Background: an optimization exercise with open tools, aiming at small area and a short achievable clock period. Do not read the settings as production practice. Function was checked by simulation only, so behaviour that the tests miss may differ from the original. Power is estimated from default activity; no workload was simulated.

**design/flow/config.mk**
```make
export PLATFORM = sky130hd
export DESIGN_NAME = bru_bht
export DESIGN_NICKNAME = bru_bht
export VERILOG_FILES = /design/flow/design.v
export SDC_FILE = /design/flow/constraint.sdc
export NUM_CORES = 4
export LEC_CHECK = 0
export CAP_MARGIN = 20
export CORE_MARGIN = 2
export CORE_UTILIZATION = 40
export SLEW_MARGIN = 20
```
**design/flow/constraint.sdc**
```tcl
create_clock -name core_clock -period 12.0 [get_ports {clk_i}]
set_input_delay 2.4000 -clock core_clock [delete_from_list [all_inputs] [get_ports {clk_i}]]
set_output_delay 2.4000 -clock core_clock [all_outputs]
set_load 0.01 [all_outputs]
```
**design/flow/design.v**
```verilog
package bru_pkg;
  localparam logic [2:0] F3_BEQ  = 3'b000;
  localparam logic [2:0] F3_BNE  = 3'b001;
  localparam logic [2:0] F3_BLT  = 3'b100;
  localparam logic [2:0] F3_BGE  = 3'b101;
  localparam logic [2:0] F3_BLTU = 3'b110;
  localparam logic [2:0] F3_BGEU = 3'b111;
  localparam logic [1:0] CNT_SNT = 2'b00;
  localparam logic [1:0] CNT_WNT = 2'b01;
  localparam logic [1:0] CNT_WT  = 2'b10;
  localparam logic [1:0] CNT_ST  = 2'b11;
  typedef enum logic {S_INIT, S_RUN} state_t;
  function automatic logic [1:0] sat_update(input logic [1:0] cnt, input logic taken);
    logic [1:0] res;
    res = cnt;
    if (taken) begin
      if (cnt != CNT_ST) res = cnt + 2'd1;
    end else begin
      if (cnt != CNT_SNT) res = cnt - 2'd1;
    end
    sat_update = res;
  endfunction
endpackage
module bru_cmp #(
  parameter int XLEN = 32
) (
  input  logic [XLEN-1:0] rs1,
  input  logic [XLEN-1:0] rs2,
  output logic            eq,
  output logic            lt,
  output logic            ltu
);
  logic [XLEN:0] sub;
  logic          ovf;
  assign sub = {1'b0, rs1} + {1'b0, ~rs2} + {{XLEN{1'b0}}, 1'b1};
  assign ovf = (rs1[XLEN-1] ^ rs2[XLEN-1]) & (sub[XLEN-1] ^ rs1[XLEN-1]);
  assign eq  = (sub[XLEN-1:0] == '0);
  assign lt  = sub[XLEN-1] ^ ovf;
  assign ltu = ~sub[XLEN];
endmodule
module bru_bht #(
  parameter int XLEN      = 32,
  parameter int BHT_DEPTH = 64,
  parameter int TAG_W     = 8
) (
  input  logic            clk_i,
  input  logic            rst_i,
  input  logic [XLEN-1:0] if_pc_i,
  output logic            if_pred_taken_o,
  output logic [XLEN-1:0] if_pred_target_o,
  input  logic            ex_valid_i,
  input  logic [XLEN-1:0] ex_pc_i,
  input  logic [XLEN-1:0] rs1_data_i,
  input  logic [XLEN-1:0] rs2_data_i,
  input  logic            is_br_i,
  input  logic            is_uncbr_i,
  input  logic [2:0]      funct3_i,
  input  logic [XLEN-1:0] ex_target_i,
  input  logic            ex_pred_taken_i,
  input  logic [XLEN-1:0] ex_pred_target_i,
  output logic            true_br_decision_o,
  output logic            mispredict_o,
  output logic [XLEN-1:0] redirect_pc_o,
  output logic            busy_o
);
  localparam int IDX_W = $clog2(BHT_DEPTH);
  localparam logic [XLEN-1:0] PC_STEP = XLEN'(4);
  localparam logic [IDX_W-1:0] LAST_IDX = IDX_W'(BHT_DEPTH - 1);
  logic [1:0]       cnt_mem   [BHT_DEPTH];
  logic             valid_mem [BHT_DEPTH];
  logic [TAG_W-1:0] tag_mem   [BHT_DEPTH];
  logic [XLEN-1:0]  tgt_mem   [BHT_DEPTH];
  bru_pkg::state_t           state_reg, state_next;
  logic [IDX_W-1:0] ptr_reg, ptr_next;
  logic             eq, lt, ltu, cond, taken;
  logic [IDX_W-1:0] if_idx, ex_idx;
  logic [TAG_W-1:0] if_tag, ex_tag;
  logic             hit, upd_en, init_wr;
  logic [1:0]       cnt_new;
  bru_cmp #(.XLEN(XLEN)) u_cmp (
    .rs1 (rs1_data_i),
    .rs2 (rs2_data_i),
    .eq  (eq),
    .lt  (lt),
    .ltu (ltu)
  );
  always_comb begin
    cond = 1'b0;
    case (funct3_i)
      bru_pkg::F3_BEQ:  cond = eq;
      bru_pkg::F3_BNE:  cond = ~eq;
      bru_pkg::F3_BLT:  cond = lt;
      bru_pkg::F3_BGE:  cond = ~lt;
      bru_pkg::F3_BLTU: cond = ltu;
      bru_pkg::F3_BGEU: cond = ~ltu;
      default: cond = 1'b0;
    endcase
  end
  assign taken              = is_uncbr_i | (is_br_i & cond);
  assign true_br_decision_o = taken;
  assign mispredict_o       = ex_valid_i &
                              ((taken != ex_pred_taken_i) |
                               (taken & (ex_pred_target_i != ex_target_i)));
  assign redirect_pc_o      = taken ? ex_target_i : ex_pc_i + PC_STEP;
  assign busy_o = rst_i | (state_reg == bru_pkg::S_INIT);
  assign if_idx = if_pc_i[IDX_W+1:2];
  assign if_tag = if_pc_i[IDX_W+TAG_W+1:IDX_W+2];
  assign ex_idx = ex_pc_i[IDX_W+1:2];
  assign ex_tag = ex_pc_i[IDX_W+TAG_W+1:IDX_W+2];
  assign hit              = valid_mem[if_idx] & (tag_mem[if_idx] == if_tag);
  assign if_pred_taken_o  = ~busy_o & hit & cnt_mem[if_idx][1];
  assign if_pred_target_o = if_pred_taken_o ? tgt_mem[if_idx] : if_pc_i + PC_STEP;
  always_comb begin
    state_next = state_reg;
    ptr_next   = ptr_reg;
    case (state_reg)
      bru_pkg::S_INIT: begin
        ptr_next = ptr_reg + 1'b1;
        if (ptr_reg == LAST_IDX) state_next = bru_pkg::S_RUN;
      end
      default: ;
    endcase
  end
  always_ff @(posedge clk_i) begin
    if (rst_i) begin
      state_reg <= bru_pkg::S_INIT;
      ptr_reg   <= '0;
    end else begin
      state_reg <= state_next;
      ptr_reg   <= ptr_next;
    end
  end
  assign init_wr = ~rst_i & (state_reg == bru_pkg::S_INIT);
  assign upd_en  = ex_valid_i & ~busy_o & (is_br_i | is_uncbr_i);
  assign cnt_new = is_uncbr_i ? bru_pkg::CNT_ST : bru_pkg::sat_update(cnt_mem[ex_idx], taken);
  always_ff @(posedge clk_i) begin
    if (init_wr) begin
      cnt_mem[ptr_reg]   <= bru_pkg::CNT_WNT;
      valid_mem[ptr_reg] <= 1'b0;
      tag_mem[ptr_reg]   <= '0;
      tgt_mem[ptr_reg]   <= '0;
    end else if (upd_en) begin
      cnt_mem[ex_idx] <= cnt_new;
      if (taken) begin
        valid_mem[ex_idx] <= 1'b1;
        tag_mem[ex_idx]   <= ex_tag;
        tgt_mem[ex_idx]   <= ex_target_i;
      end
    end
  end
endmodule
```
**design/flow/run.sh**
```bash
#!/bin/bash
# synth_recipe.tcl (not shown) runs the flow's synth.tcl, then flattens the netlist and writes it again
# the make line also repeats each setting of config.mk as NAME=value (left out here)
make -C /OpenROAD-flow-scripts/flow DESIGN_CONFIG=/design/flow/config.mk WORK_HOME=/design/flow/orfs CLKGATE_MAP_FILE= SYNTH_SCRIPT=/design/flow/synth_recipe.tcl finish
```
==> flow_metrics.tcl <==
set metrics [dict create \
    timing.rr.start "state_reg" \
    cp_max_fo 74 \
    setup_viol 0 \
    powerDensity_mw_per_mm2 156 \
    finalNetCount 5799 \
    min_to "ptr_reg[1]" \
    max_slew_margin 0.167 \
    die_h_um 530 \
    largest_reg_flops 2048 \
    tns_ns 0 \
    die-area_sq_mm 0.281 \
    fmaxAchievable_mhz 87.8 \
    largestRegisters "tgt_mem: 2048 flops, tag_mem: 512 flops, cnt_mem: 128 flops" \
    yosys.area.top_type_share 0.746 \
    place_congestion 0.836 \
    drt_iter0_markers 8394 \
    syn2layout_area_growth_pct 15.8 \
    hpwl_um 185000 \
    async_reset_ff_frac 0 \
    synth_edf_count 2752 \
    r2r_end "tgt_mem[53][30]" \
    rr_worst_depth 6 \
    critical_path_class "in2out" \
    regArea_sq_mm 0.0828 \
    fin_skew_ns 0.0304 \
    netlist_instances 5091 \
    wl_per_cell_um 35.7 \
    ant_nets 0 \
    numCtsBuffers 292 \
    synthTopCellsByArea "edfxtp_1 75%, mux4_2 18%, nand2_1 0.79%" \
    row_count 193 \
    post_cts_buffers 0 \
    cp.arrival_ns 8.99 \
    rrSetupSlack_ns 7.82 \
    cpPeakStageDelay_ns 0.62 \
    hp-class "reg2reg" \
    finalHoldViolCount 0 \
    cts_max_level 5 \
    regMostFlops "tgt_mem" \
    ctsLongestPathBuffers 4 \
    required_ns 9.60 \
    ioPinCount 269 \
    nFillCells 22800 \
    grt_pass1_wl_um 464000 \
    clock_latency_ns 0.94 \
    cts_tree "done" \
    route.detailed.drc 0 \
    post-route-min-period_ns 11.39 \
    portBuffers 268 \
    synthesis.nets 5329 \
    num_vias 57800 \
    vias_per_cell 6.10 \
    drt-total-wl_um 339000 \
    slowest_stage "inv_4" \
    peakVddDrop_uv 139 \
    synthTopCellsByCount "2,752 x edfxtp_1, 867 x mux4_2, 233 x nand2_1, 143 x nor2_1, 136 x clkbuf_1" \
    clk_pin_slew_ns 0.07 \
    ys_seq_elements 2759 \
    outcome "no timing/DRC/antenna violations" \
    grt_max_degree 134 \
    p_total_mw 20.0 \
    synth_area_sq_mm 0.111 \
    cts_resized 0 \
    grt_overflow_total 0 \
    yosysMostFrequentCell "edfxtp_1" \
    core_sq_mm 0.276 \
    grt_antenna_before_repair 17 \
    cts_root_buf "clkbuf_16" \
    synth_area_per_cell_sq_um 21.8 \
    clock_sinks 2759 \
    initial_core_util 0.401 \
    fin_crit_sh 0.949 \
    ctsHoldBuffers 0 \
    grt_pass1_vias 57200 \
    yosys.area.top_type "edfxtp_1" \
    tightest_slew_ns 1.24 \
    maxSlewViolCount 0 \
    synth_ff_type "edfxtp_1" \
    rsz0062_at_grt "no" \
    cap_violations 0 \
    hp-start "ptr_reg[1]" \
    layout-drive-gt1-share 0.273 \
    grt_usage 0.240 \
    drt_pre_antenna_iters 7 \
    ys_seq_area_frac 0.747 \
    multi_input_area_sq_mm 0.0272 \
    ys_warn_count 1 \
    die_w_um 530 \
    cp-end-kind "output pin" \
    whs_path_depth 2 \
    total_leakage_power_nw 45.6 \
    cp-start-kind "input pin" \
    synth.distinct_cells 78 \
]
## where the power goes
| group | total [mW] | internal (mW) | switching, mW |
|---|---|---|---|
| Sequential | 10.5 | 10.5 | 0.00884 |
| Combinational | 0.922 | 0.380 | 0.542 |
| Clock | 8.58 | 4.96 | 3.62 |
## layout make-up
type                    count  area share
repair buffers            453      0.0360
inverters                  51     0.00153
multi-input cells        2004       0.212
flip-flops and latches   2759       0.645
diodes                     20    0.000390
well taps                3705      0.0361
clock buffers             361      0.0603
clock inverters           135     0.00871
## worst max-delay path: cells and delay by family
kind                     cells  cell delay, ns
AND/OR/NAND/NOR             10            2.15
buffers and inverters        4            1.71
adder cells (fa/ha/maj)      2            0.93
AO/OA/AOI/OAI                9            1.66
## worst max-delay path by stage
stage	start	end	slack, ns
detailed placement	rs2_data_i[8]	redirect_pc_o[16]	0.81
finish	rs2_data_i[8]	redirect_pc_o[16]	0.61
global placement	rs2_data_i[8]	redirect_pc_o[25]	0.91
global route	rs2_data_i[8]	redirect_pc_o[22]	0.19
floorplan	rs2_data_i[8]	tgt_mem[0][2]	2.36
CTS	rs2_data_i[8]	redirect_pc_o[16]	0.76
## routing by layer
layer / GRT usage / share of wire / vias up
li1: - / - / 22600
met1: 0.336 / 0.40 / 31700
met2: 0.379 / 0.47 / 3024
met3: 0.0416 / 0.089 / 552
met4: 0.0897 / 0.042 / 0
met5: 0 / 0 / -
## cell families after synthesis
family	after synthesis	share of synthesized area
mux	928	0.182
simple gates	605	0.0261
xor+xnor	110	0.00870
buf+inv	328	0.0126
fa+ha+maj	37	0.00431
compound gates	324	0.0193
flops	2759	0.747
## placed cells by master, fill, tap and decap left out, types with 20 or more instances in the layout
cell             instances
clkbuf_1                61
a22oi_2                 58
nand3_1                 37
edfxtp_1              2752
mux2i_1                 51
a21oi_1                 58
o21ai_1                 22
clkinv_2                46
xor2_1                  45
and3_4                  23
inv_1                   49
nand4_1                 48
buf_4                  142
clkinv_1                60
o21ai_0                 59
clkbuf_16              300
xnor2_1                 60
clkdlybuf4s50_1        256
nand2_1                233
mux4_2                 867
nor2_1                 141
ha_1                    35
buf_12                  45
diode_2                 20
## per-stage QoR
| stage | area, sq um | setup slack (ns) | hold slack (ns) | util | std cells |
|---|---|---|---|---|---|
| 3_5_place_dp | 119000 | 0.809 | 0.671 | 0.432 | 8971 |
| 3_3_place_gp | 119000 | 0.912 | 0.661 | 0.432 | 8971 |
| 6_report | 128000 | 0.608 | 0.699 | 0.465 | 9488 |
| 4_1_cts | 128000 | 0.756 | 0.685 | 0.464 | 9467 |
| 5_1_grt | 128000 | 0.190 | 0.726 | 0.465 | 9475 |
| 2_1_floorplan | 111000 | 2.36 | 0.568 | - | 5091 |

port drivers added, routing unchanged:
In the flow no input, the clock included, has a driving cell. The finished layout below was timed again as built, in two steps.
Step 1 (the two cells are an assumption about what drives the block):
set clk [get_ports {clk_i}]
set_driving_cell -lib_cell sky130_fd_sc_hd__clkbuf_16 $clk
set_driving_cell -lib_cell sky130_fd_sc_hd__buf_2 [delete_from_list [all_inputs] $clk]
Step 2, shift: input delay + t, output delay - t, t = (earliest + latest rising clock arrival at the registers) / 2. This alone moves slack from input paths to output paths.
a / b / c = no drivers / after step 1 / after step 2; a / b = the first two.
t, ns: 1.019
setup slack, ns: 0.608 / 0.582 / 0.582
hold WS [ns]: 0.699 / 0.699 / 0.699
worst data-port slew with drivers (ns): 0.07
pins driven straight from the clock port: 1
After both steps setup and hold are still met in this run. The setup slack of this run moves by -0.026 ns with the drivers and by -0.026 ns with both steps.
